Context: an optimization exercise on an open-source flow, tuned for small area, a short achievable clock period and few clock cycles per item. The choices shown serve that exercise and are no tape-out recipe. RTL that was checked went through simulation tests only; none was proved equivalent to the original. No activity file was given, so power comes from the tool's default toggle rates.

==> inputs of 07-03 <==
## fpu_mult_arb
module fpu_mult_arb
#(
   parameter int NUM_REQ = 4
)(
   input  logic                    clk,
   input  logic                    rst,
   input  logic [NUM_REQ-1:0]      req_valid,
   output logic [NUM_REQ-1:0]      req_ready,
   input  logic [NUM_REQ*FP_W-1:0] req_a,
   input  logic [NUM_REQ*FP_W-1:0] req_b,
   output logic [NUM_REQ-1:0]      rsp_valid,
   input  logic [NUM_REQ-1:0]      rsp_ready,
   output logic [FP_W-1:0]         rsp_data,
   output logic                    busy
);
==> module fpu_mult_arb, before the edit <==
module fpu_mult_arb
#(
   parameter int NUM_REQ = 4
)(
   input  logic                    clk,
   input  logic                    rst,
   input  logic [NUM_REQ-1:0]      req_valid,
   output logic [NUM_REQ-1:0]      req_ready,
   input  logic [NUM_REQ*FP_W-1:0] req_a,
   input  logic [NUM_REQ*FP_W-1:0] req_b,
   output logic [NUM_REQ-1:0]      rsp_valid,
   input  logic [NUM_REQ-1:0]      rsp_ready,
   output logic [FP_W-1:0]         rsp_data,
   output logic                    busy
);
   localparam int NC = MULT_CUT_W;
   logic [3:0]  r_ptr;       
   logic        r_v1;        
   logic [3:0]  r_rdy;       
   logic [3:0]  r_hown;      
   logic        r_kv;        
   logic [3:0]  r_kown;      
   logic        r_busy;
   logic [22:0] r1_ma, r1_mb;
   logic [7:0]  r1_e;
   logic        r1_s;
   logic [NC-1:0] r2_cut;
   logic [7:0]  r2_e;
   logic        r2_s;
   logic [31:0] r_hdata, r_kdata;
   wire [3:0] w_own1 = {r_ptr[0], r_ptr[3:1]};
   wire [3:0] w_own2 = r_rdy;
   logic [31:0] w_a, w_b;
   always_comb begin
      w_a = '0;
      w_b = '0;
      for (int i = 0; i < 4; i++) begin
         w_a = w_a | (req_a[i*32 +: 32] & {32{r_ptr[i]}});
         w_b = w_b | (req_b[i*32 +: 32] & {32{r_ptr[i]}});
      end
   end
   logic [NC-1:0] w_cut;
   fpu_mult_sa u_sa (.ma(r1_ma), .mb(r1_mb), .cut(w_cut));
   logic [24:0] w_hi;
   fpu_mult_sb u_sb (.cut(r2_cut), .hi(w_hi));
   wire [7:0]  w_e1  = r2_e + 8'd1;
   wire [31:0] w_res = w_hi[24] ? {r2_s, w_e1, w_hi[23:1]} : {r2_s, r2_e, w_hi[22:0]};
   wire w_taken = |(r_hown & rsp_ready);
   wire w_hfree = ~(|r_hown) | w_taken;
   wire w_acc   = |r_rdy;
   wire w_kv_n  = w_hfree ? (r_kv & w_acc) : (r_kv | w_acc);
   wire w_drop  = r_v1 & w_kv_n;
   always_ff @(posedge clk or posedge rst) begin
      if (rst) begin
         r_ptr  <= 4'b0001;
         r_v1   <= 1'b0;
         r_rdy  <= '0;
         r_hown <= '0;
         r_kv   <= 1'b0;
         r_kown <= '0;
         r_busy <= 1'b0;
      end else begin
         if (w_hfree) begin
            if (r_kv) begin
               r_hown <= r_kown;
               r_kown <= w_own2;
            end else begin
               r_hown <= w_acc ? w_own2 : 4'b0;
            end
         end else if (w_acc) begin
            r_kown <= w_own2;
         end
         r_kv   <= w_kv_n;
         r_busy <= ~w_hfree | r_kv | w_acc;
         if (w_drop) begin
            r_v1  <= 1'b0;
            r_rdy <= '0;
            r_ptr <= w_own1;
         end else begin
            r_v1  <= |(req_valid & r_ptr);
            r_rdy <= {4{r_v1}} & w_own1;
            r_ptr <= {r_ptr[2:0], r_ptr[3]};
         end
      end
   end
   always_ff @(posedge clk) begin
      r1_ma  <= w_a[22:0];
      r1_mb  <= w_b[22:0];
      r1_e   <= w_a[30:23] + w_b[30:23] + 8'd129;    
      r1_s   <= w_a[31] ^ w_b[31];
      r2_cut <= w_cut;
      r2_e   <= r1_e;
      r2_s   <= r1_s;
      if (w_hfree)
         r_hdata <= r_kv ? r_kdata : w_res;
      if (~(r_kv & ~w_hfree))
         r_kdata <= w_res;
   end
   assign req_ready = r_rdy;
   assign rsp_valid = r_hown;
   assign rsp_data  = r_hdata;
   assign busy      = r_busy;
endmodule
export LEC_CHECK = 0
export CAP_MARGIN = 20
export CORE_MARGIN = 2
export CORE_UTILIZATION = 40
export SLEW_MARGIN = 20
export SYNTH_HIERARCHICAL = 1
export SYNTH_MINIMUM_KEEP_SIZE = 0
create_clock -name core_clock -period 9.0 [get_ports {clk}]
standard.sh (not shown) runs the stock make flow with config.mk's settings and CLKGATE_MAP_FILE= SYNTH_SCRIPT=/design/flow/synth_recipe.tcl, a recipe that flattens the netlist after the stock synthesis.
==> flow/flow/run.sh <==
#!/bin/bash
# Layout flow: the standard layout (standard.sh: the standard synthesis,
# floorplan, power grid, placement, CTS and routing, all unchanged) with two
# settings of how the layout is made:
#   - every input and output port still gets its own buffer, but a
#     sky130_fd_sc_hd__buf_1 instead of the delay cell buffer_ports picks;
set -euo pipefail
MARGIN=5.5
cd "$(dirname "$0")/.."
bash standard.sh "BUFFER_PORTS_ARGS=-buffer_cell sky130_fd_sc_hd__buf_1" \
   "SETUP_SLACK_MARGIN=$MARGIN" finish > standard.log 2>&1
==> 07-23: changes against 07-03 <==
--- a/flow/design.v
+++ b/flow/design.v
@@ -2060,3 +2060,3 @@
    logic        r_v1;        
-   logic [3:0]  r_rdy;       
+   logic        r_v2;        
    logic [3:0]  r_hown;      
@@ -2066,3 +2066,3 @@
    logic [22:0] r1_ma, r1_mb;
-   logic [7:0]  r1_e;
+   logic [7:0]  r1_ea, r1_eb;
    logic        r1_s;
@@ -2073,3 +2073,3 @@
    wire [3:0] w_own1 = {r_ptr[0], r_ptr[3:1]};
-   wire [3:0] w_own2 = r_rdy;
+   wire [3:0] w_own2 = {r_ptr[1:0], r_ptr[3:2]};
    logic [31:0] w_a, w_b;
@@ -2091,3 +2091,3 @@
    wire w_hfree = ~(|r_hown) | w_taken;
-   wire w_acc   = |r_rdy;
+   wire w_acc   = r_v2;
    wire w_kv_n  = w_hfree ? (r_kv & w_acc) : (r_kv | w_acc);
@@ -2098,3 +2098,3 @@
          r_v1   <= 1'b0;
-         r_rdy  <= '0;
+         r_v2   <= 1'b0;
          r_hown <= '0;
@@ -2118,3 +2118,3 @@
             r_v1  <= 1'b0;
-            r_rdy <= '0;
+            r_v2  <= 1'b0;
             r_ptr <= w_own1;
@@ -2122,3 +2122,3 @@
             r_v1  <= |(req_valid & r_ptr);
-            r_rdy <= {4{r_v1}} & w_own1;
+            r_v2  <= r_v1;
             r_ptr <= {r_ptr[2:0], r_ptr[3]};
@@ -2130,6 +2130,7 @@
       r1_mb  <= w_b[22:0];
-      r1_e   <= w_a[30:23] + w_b[30:23] + 8'd129;    
+      r1_ea  <= w_a[30:23];
+      r1_eb  <= w_b[30:23];
       r1_s   <= w_a[31] ^ w_b[31];
       r2_cut <= w_cut;
-      r2_e   <= r1_e;
+      r2_e   <= r1_ea + r1_eb + 8'd129;
       r2_s   <= r1_s;
@@ -2140,3 +2141,3 @@
    end
-   assign req_ready = r_rdy;
+   assign req_ready = {4{r_v2}} & w_own2;
    assign rsp_valid = r_hown;
==> flow/run.sh (new file) <==
#!/bin/bash
# synth_recipe.tcl (not shown) runs the flow's synth.tcl, then flattens the netlist and writes it again
# the make line also repeats each setting of config.mk as NAME=value (left out here)
make -C /OpenROAD-flow-scripts/flow DESIGN_CONFIG=/design/flow/config.mk WORK_HOME=/design/flow/orfs CLKGATE_MAP_FILE= SYNTH_SCRIPT=/design/flow/synth_recipe.tcl finish
removed: flow/flow/run.sh
removed: flow/standard.sh
==> comparison <==
- Against 07-03, the cell area of 07-23 is smaller by 1.8%.
- Between 07-03 and 07-23, the lower register-to-register slack is in 07-23 (gap 1.1 ns).
- Against 07-23, the synthesized cell count of 07-03 is lower by about 0.9%.
- Against 07-03, the critical path depth of 07-23 is higher by 3.
==> figures <==
quantity                                                           07-03                    07-23
N_diodes                                                               0                        2
Biggest power consumer among the groups                            clock                registers
DPL Wire Length                                                49,380 um                53,490 um
Total power per unit cell area                              105.1 mW/mm2             92.87 mW/mm2
Combinational group power                                         230 uW                   127 uW
Netlist area before placement                                0.02507 mm2              0.02519 mm2
Result of the run                                complete, no violations  complete, no violations
Die H                                                           254.4 um                 255.0 um
Met2 Wirelength                                                34,840 um                35,560 um
Met3 demand-to-capacity share in global routing                  0.05338                  0.05482
Testbench counts of 07-23, summed over its fixed seeds: cycles 3,224, items 3,200.
Function not checked in 07-03: the RTL went through the layout flow alone.


==> inputs of build 64 <==
RTL: one of the versions met above, not the one the previous note started from.
==> module fpu_mult_arb, before the edit <==
module fpu_mult_arb
#(
   parameter int NUM_REQ = 4
)(
   input  logic                    clk,
   input  logic                    rst,
   input  logic [NUM_REQ-1:0]      req_valid,
   output logic [NUM_REQ-1:0]      req_ready,
   input  logic [NUM_REQ*FP_W-1:0] req_a,
   input  logic [NUM_REQ*FP_W-1:0] req_b,
   output logic [NUM_REQ-1:0]      rsp_valid,
   input  logic [NUM_REQ-1:0]      rsp_ready,
   output logic [FP_W-1:0]         rsp_data,
   output logic                    busy
);
   localparam int NC = MULT_CUT_W;
   logic [3:0]  r_ptr;       
   logic        r_v1;        
   logic        r_v2;        
   logic [3:0]  r_hown;      
   logic        r_kv;        
   logic [3:0]  r_kown;      
   logic        r_busy;
   logic [22:0] r1_ma, r1_mb;
   logic [7:0]  r1_ea, r1_eb;
   logic        r1_s;
   logic [NC-1:0] r2_cut;
   logic [7:0]  r2_e;
   logic        r2_s;
   logic [31:0] r_hdata, r_kdata;
   wire [3:0] w_own1 = {r_ptr[0], r_ptr[3:1]};
   wire [3:0] w_own2 = {r_ptr[1:0], r_ptr[3:2]};
   logic [31:0] w_a, w_b;
   always_comb begin
      w_a = '0;
      w_b = '0;
      for (int i = 0; i < 4; i++) begin
         w_a = w_a | (req_a[i*32 +: 32] & {32{r_ptr[i]}});
         w_b = w_b | (req_b[i*32 +: 32] & {32{r_ptr[i]}});
      end
   end
   logic [NC-1:0] w_cut;
   fpu_mult_sa u_sa (.ma(r1_ma), .mb(r1_mb), .cut(w_cut));
   logic [24:0] w_hi;
   fpu_mult_sb u_sb (.cut(r2_cut), .hi(w_hi));
   wire [7:0]  w_e1  = r2_e + 8'd1;
   wire [31:0] w_res = w_hi[24] ? {r2_s, w_e1, w_hi[23:1]} : {r2_s, r2_e, w_hi[22:0]};
   wire w_taken = |(r_hown & rsp_ready);
   wire w_hfree = ~(|r_hown) | w_taken;
   wire w_acc   = r_v2;
   wire w_kv_n  = w_hfree ? (r_kv & w_acc) : (r_kv | w_acc);
   wire w_drop  = r_v1 & w_kv_n;
   always_ff @(posedge clk or posedge rst) begin
      if (rst) begin
         r_ptr  <= 4'b0001;
         r_v1   <= 1'b0;
         r_v2   <= 1'b0;
         r_hown <= '0;
         r_kv   <= 1'b0;
         r_kown <= '0;
         r_busy <= 1'b0;
      end else begin
         if (w_hfree) begin
            if (r_kv) begin
               r_hown <= r_kown;
               r_kown <= w_own2;
            end else begin
               r_hown <= w_acc ? w_own2 : 4'b0;
            end
         end else if (w_acc) begin
            r_kown <= w_own2;
         end
         r_kv   <= w_kv_n;
         r_busy <= ~w_hfree | r_kv | w_acc;
         if (w_drop) begin
            r_v1  <= 1'b0;
            r_v2  <= 1'b0;
            r_ptr <= w_own1;
         end else begin
            r_v1  <= |(req_valid & r_ptr);
            r_v2  <= r_v1;
            r_ptr <= {r_ptr[2:0], r_ptr[3]};
         end
      end
   end
   always_ff @(posedge clk) begin
      r1_ma  <= w_a[22:0];
      r1_mb  <= w_b[22:0];
      r1_ea  <= w_a[30:23];
      r1_eb  <= w_b[30:23];
      r1_s   <= w_a[31] ^ w_b[31];
      r2_cut <= w_cut;
      r2_e   <= r1_ea + r1_eb + 8'd129;
      r2_s   <= r1_s;
      if (w_hfree)
         r_hdata <= r_kv ? r_kdata : w_res;
      if (~(r_kv & ~w_hfree))
         r_kdata <= w_res;
   end
   assign req_ready = {4{r_v2}} & w_own2;
   assign rsp_valid = r_hown;
   assign rsp_data  = r_hdata;
   assign busy      = r_busy;
endmodule
clock: 9.0 ns
lec_check: 0
cap_margin: 20
core_margin: 2
core_utilization: 40
setup_slack_margin: 5
slew_margin: 20
synth_hierarchical: 1
synth_minimum_keep_size: 0
run.sh (not shown) runs the stock make flow with config.mk's settings and CLKGATE_MAP_FILE= SYNTH_SCRIPT=/design/flow/synth_recipe.tcl, a recipe that flattens the netlist after the stock synthesis.
Stock flow here: none of the scripts above is used.
==> trial 73: changes against build 64 <==
--- a/flow/design.v
+++ b/flow/design.v
@@ -2058,20 +2058,21 @@
    localparam int NC = MULT_CUT_W;
    logic [3:0]  r_ptr;       
    logic        r_v1;        
-   logic        r_v2;        
-   logic [3:0]  r_hown;      
-   logic        r_kv;        
-   logic [3:0]  r_kown;      
+   logic [3:0]  r_rdy;       
+   logic [1:0]  r_f;         
+   logic [3:0]  r_o0, r_o1;  
+   logic        r_wp;        
+   logic        r_rp;        
+   logic [3:0]  r_rv;        
    logic        r_busy;
    logic [22:0] r1_ma, r1_mb;
-   logic [7:0]  r1_ea, r1_eb;
+   logic [7:0]  r1_e;
    logic        r1_s;
    logic [NC-1:0] r2_cut;
    logic [7:0]  r2_e;
    logic        r2_s;
-   logic [31:0] r_hdata, r_kdata;
+   logic [31:0] r_d0, r_d1;   
    wire [3:0] w_own1 = {r_ptr[0], r_ptr[3:1]};
-   wire [3:0] w_own2 = {r_ptr[1:0], r_ptr[3:2]};
    logic [31:0] w_a, w_b;
    always_comb begin
       w_a = '0;
@@ -2087,40 +2088,43 @@
    fpu_mult_sb u_sb (.cut(r2_cut), .hi(w_hi));
    wire [7:0]  w_e1  = r2_e + 8'd1;
    wire [31:0] w_res = w_hi[24] ? {r2_s, w_e1, w_hi[23:1]} : {r2_s, r2_e, w_hi[22:0]};
-   wire w_taken = |(r_hown & rsp_ready);
-   wire w_hfree = ~(|r_hown) | w_taken;
-   wire w_acc   = r_v2;
-   wire w_kv_n  = w_hfree ? (r_kv & w_acc) : (r_kv | w_acc);
-   wire w_drop  = r_v1 & w_kv_n;
+   wire       w_taken = |(r_rv & rsp_ready);
+   wire       w_acc   = |r_rdy;
+   wire [1:0] w_wr    = {w_acc & r_wp, w_acc & ~r_wp};
+   wire [1:0] w_rd    = {w_taken & r_rp, w_taken & ~r_rp};
+   wire [1:0] w_f_n   = (r_f & ~w_rd) | w_wr;
+   wire       w_rp_n  = r_rp ^ w_taken;
+   wire [3:0] w_o0_n  = w_wr[0] ? r_rdy : r_o0;
+   wire [3:0] w_o1_n  = w_wr[1] ? r_rdy : r_o1;
+   wire       w_full  = &w_f_n;         
+   wire       w_drop  = r_v1 & w_full;
    always_ff @(posedge clk or posedge rst) begin
       if (rst) begin
          r_ptr  <= 4'b0001;
          r_v1   <= 1'b0;
-         r_v2   <= 1'b0;
-         r_hown <= '0;
-         r_kv   <= 1'b0;
-         r_kown <= '0;
+         r_rdy  <= '0;
+         r_f    <= '0;
+         r_o0   <= '0;
+         r_o1   <= '0;
+         r_wp   <= 1'b0;
+         r_rp   <= 1'b0;
+         r_rv   <= '0;
          r_busy <= 1'b0;
       end else begin
-         if (w_hfree) begin
-            if (r_kv) begin
-               r_hown <= r_kown;
-               r_kown <= w_own2;
-            end else begin
-               r_hown <= w_acc ? w_own2 : 4'b0;
-            end
-         end else if (w_acc) begin
-            r_kown <= w_own2;
-         end
-         r_kv   <= w_kv_n;
-         r_busy <= ~w_hfree | r_kv | w_acc;
+         r_f    <= w_f_n;
+         r_o0   <= w_o0_n;
+         r_o1   <= w_o1_n;
+         r_wp   <= r_wp ^ w_acc;
+         r_rp   <= w_rp_n;
+         r_rv   <= w_rp_n ? (w_f_n[1] ? w_o1_n : 4'b0) : (w_f_n[0] ? w_o0_n : 4'b0);
+         r_busy <= |w_f_n;
          if (w_drop) begin
             r_v1  <= 1'b0;
-            r_v2  <= 1'b0;
+            r_rdy <= '0;
             r_ptr <= w_own1;
          end else begin
             r_v1  <= |(req_valid & r_ptr);
-            r_v2  <= r_v1;
+            r_rdy <= {4{r_v1}} & w_own1;
             r_ptr <= {r_ptr[2:0], r_ptr[3]};
          end
       end
@@ -2128,20 +2132,19 @@
    always_ff @(posedge clk) begin
       r1_ma  <= w_a[22:0];
       r1_mb  <= w_b[22:0];
-      r1_ea  <= w_a[30:23];
-      r1_eb  <= w_b[30:23];
+      r1_e   <= w_a[30:23] + w_b[30:23] + 8'd129;    
       r1_s   <= w_a[31] ^ w_b[31];
       r2_cut <= w_cut;
-      r2_e   <= r1_ea + r1_eb + 8'd129;
+      r2_e   <= r1_e;
       r2_s   <= r1_s;
-      if (w_hfree)
-         r_hdata <= r_kv ? r_kdata : w_res;
-      if (~(r_kv & ~w_hfree))
-         r_kdata <= w_res;
+      if (w_wr[0])
+         r_d0 <= w_res;
+      if (w_wr[1])
+         r_d1 <= w_res;
    end
-   assign req_ready = {4{r_v2}} & w_own2;
-   assign rsp_valid = r_hown;
-   assign rsp_data  = r_hdata;
+   assign req_ready = r_rdy;
+   assign rsp_valid = r_rv;
+   assign rsp_data  = r_rp ? r_d1 : r_d0;
    assign busy      = r_busy;
 endmodule
 `default_nettype wire
==> flow/flow/run.sh (new file) <==
#!/bin/bash
# Layout flow: the standard layout (standard.sh: the standard synthesis,
# floorplan, power grid, placement, CTS and routing, all unchanged) with two
# settings of how the layout is made:
#   - every input and output port still gets its own buffer, but a
#     sky130_fd_sc_hd__buf_1 instead of the delay cell buffer_ports picks;
set -euo pipefail
MARGIN=5.5
cd "$(dirname "$0")/.."
bash standard.sh "BUFFER_PORTS_ARGS=-buffer_cell sky130_fd_sc_hd__buf_1" \
   "SETUP_SLACK_MARGIN=$MARGIN" finish > standard.log 2>&1
==> flow/standard.sh (new file) <==
#!/bin/bash
# synth_recipe.tcl (not shown) runs the flow's synth.tcl, then flattens the netlist and writes it again
# the make line also repeats each setting of config.mk as NAME=value (left out here)
make -C /OpenROAD-flow-scripts/flow DESIGN_CONFIG=/design/flow/config.mk WORK_HOME=/design/flow/orfs CLKGATE_MAP_FILE= SYNTH_SCRIPT=/design/flow/synth_recipe.tcl "${@:-finish}"
SETUP_SLACK_MARGIN = unset   (was 5)
removed: flow/run.sh
==> trial 75: changes against build 64 <==
--- a/flow/design.v
+++ b/flow/design.v
@@ -2058,20 +2058,20 @@
    localparam int NC = MULT_CUT_W;
    logic [3:0]  r_ptr;       
    logic        r_v1;        
-   logic        r_v2;        
+   logic [3:0]  r_rdy;       
    logic [3:0]  r_hown;      
    logic        r_kv;        
    logic [3:0]  r_kown;      
    logic        r_busy;
    logic [22:0] r1_ma, r1_mb;
-   logic [7:0]  r1_ea, r1_eb;
+   logic [7:0]  r1_e;
    logic        r1_s;
    logic [NC-1:0] r2_cut;
    logic [7:0]  r2_e;
    logic        r2_s;
    logic [31:0] r_hdata, r_kdata;
    wire [3:0] w_own1 = {r_ptr[0], r_ptr[3:1]};
-   wire [3:0] w_own2 = {r_ptr[1:0], r_ptr[3:2]};
+   wire [3:0] w_own2 = r_rdy;
    logic [31:0] w_a, w_b;
    always_comb begin
       w_a = '0;
@@ -2089,14 +2089,14 @@
    wire [31:0] w_res = w_hi[24] ? {r2_s, w_e1, w_hi[23:1]} : {r2_s, r2_e, w_hi[22:0]};
    wire w_taken = |(r_hown & rsp_ready);
    wire w_hfree = ~(|r_hown) | w_taken;
-   wire w_acc   = r_v2;
+   wire w_acc   = |r_rdy;
    wire w_kv_n  = w_hfree ? (r_kv & w_acc) : (r_kv | w_acc);
    wire w_drop  = r_v1 & w_kv_n;
    always_ff @(posedge clk or posedge rst) begin
       if (rst) begin
          r_ptr  <= 4'b0001;
          r_v1   <= 1'b0;
-         r_v2   <= 1'b0;
+         r_rdy  <= '0;
          r_hown <= '0;
          r_kv   <= 1'b0;
          r_kown <= '0;
@@ -2116,11 +2116,11 @@
          r_busy <= ~w_hfree | r_kv | w_acc;
          if (w_drop) begin
             r_v1  <= 1'b0;
-            r_v2  <= 1'b0;
+            r_rdy <= '0;
             r_ptr <= w_own1;
          end else begin
             r_v1  <= |(req_valid & r_ptr);
-            r_v2  <= r_v1;
+            r_rdy <= {4{r_v1}} & w_own1;
             r_ptr <= {r_ptr[2:0], r_ptr[3]};
          end
       end
@@ -2128,18 +2128,17 @@
    always_ff @(posedge clk) begin
       r1_ma  <= w_a[22:0];
       r1_mb  <= w_b[22:0];
-      r1_ea  <= w_a[30:23];
-      r1_eb  <= w_b[30:23];
+      r1_e   <= w_a[30:23] + w_b[30:23] + 8'd129;    
       r1_s   <= w_a[31] ^ w_b[31];
       r2_cut <= w_cut;
-      r2_e   <= r1_ea + r1_eb + 8'd129;
+      r2_e   <= r1_e;
       r2_s   <= r1_s;
       if (w_hfree)
          r_hdata <= r_kv ? r_kdata : w_res;
       if (~(r_kv & ~w_hfree))
          r_kdata <= w_res;
    end
-   assign req_ready = {4{r_v2}} & w_own2;
+   assign req_ready = r_rdy;
    assign rsp_valid = r_hown;
    assign rsp_data  = r_hdata;
    assign busy      = r_busy;
==> flow/flow/run.sh (new file) <==
#!/bin/bash
# Layout flow: the standard layout (standard.sh: the standard synthesis,
# floorplan, power grid, placement, CTS and routing, all unchanged) with two
# settings of how the layout is made:
#   - every input and output port still gets its own buffer, but a
#     sky130_fd_sc_hd__buf_1 instead of the delay cell buffer_ports picks;
set -euo pipefail
MARGIN=5.5
cd "$(dirname "$0")/.."
bash standard.sh "BUFFER_PORTS_ARGS=-buffer_cell sky130_fd_sc_hd__buf_1" \
   "SETUP_SLACK_MARGIN=$MARGIN" finish > standard.log 2>&1
==> flow/standard.sh (new file) <==
#!/bin/bash
# synth_recipe.tcl (not shown) runs the flow's synth.tcl, then flattens the netlist and writes it again
# the make line also repeats each setting of config.mk as NAME=value (left out here)
make -C /OpenROAD-flow-scripts/flow DESIGN_CONFIG=/design/flow/config.mk WORK_HOME=/design/flow/orfs CLKGATE_MAP_FILE= SYNTH_SCRIPT=/design/flow/synth_recipe.tcl "${@:-finish}"
ABC_CLOCK_PERIOD_IN_PS = 3500   (was unset)
SETUP_SLACK_MARGIN = unset   (was 5)
removed: flow/run.sh
==> notes.md <==
- Trial 75 went through all stages and came out clean. Build 64 produced a clean layout. Trial 73 finished with timing, DRC and antenna clean.
- Against trial 75, the critical path depth of build 64 is higher by 1.
- Cell area, lowest first: trial 75, build 64, trial 73.
- Sequential share of layout area, lowest first: build 64, trial 75, trial 73.
- Core utilization, highest first: trial 73, build 64, trial 75.
- The lowest register-to-register slack belongs to build 64, the highest to trial 73.
- The highest die area belongs to trial 73, the lowest to trial 75.
- Routed wire length: trial 73 > build 64 > trial 75.
Testbench counts of build 64, summed over its fixed seeds: cycles 3,224, items 3,200.
Only the layout flow was run in trial 73 and trial 75; the RTL was not checked for function there.

-- static timing again, ports no longer ideal --
How much do the figures lean on ideal ports? The routed layouts below were timed once more, with nothing changed but the port constraints.
Step 1 assumes that a clkbuf_16 drives the clock port and a buf_2 every other input.
Step 2 adds t to the input delays and takes it off the output delays; t is the mean of the earliest and latest rising clock arrival at the registers after step 1. Input paths then give back, and output paths get back, about the clock's delay inside the block.
a / b / c = no drivers / after step 1 / after step 2; a / b = the first two.
run	shift t [ns]	slack for setup (ns)	hold slack, ns	slew at the worst register clock pin (ns)	worst slew at a driven data input, ns
07-03	0.604	5.007 / 5.007 / 4.960	0.325 / 0.325 / 0.325	0.06 / 0.06	0.09
07-23	0.648	3.892 / 3.892 / 3.892	0.327 / 0.327 / 0.327	0.07 / 0.07	0.15
build 64	0.653	4.890 / 4.890 / 4.642	0.330 / 0.330 / 0.330	0.07 / 0.07	0.13
trial 73	0.661	5.163 / 5.163 / 5.163	0.320 / 0.320 / 0.320	0.07 / 0.07	0.16
trial 75	0.604	5.007 / 5.007 / 4.960	0.325 / 0.325 / 0.325	0.06 / 0.06	0.09
After both steps setup and hold are still met in every run listed. The setup slack of build 64, which loses most, moves by 0.000 ns with the drivers and by -0.248 ns with both steps.
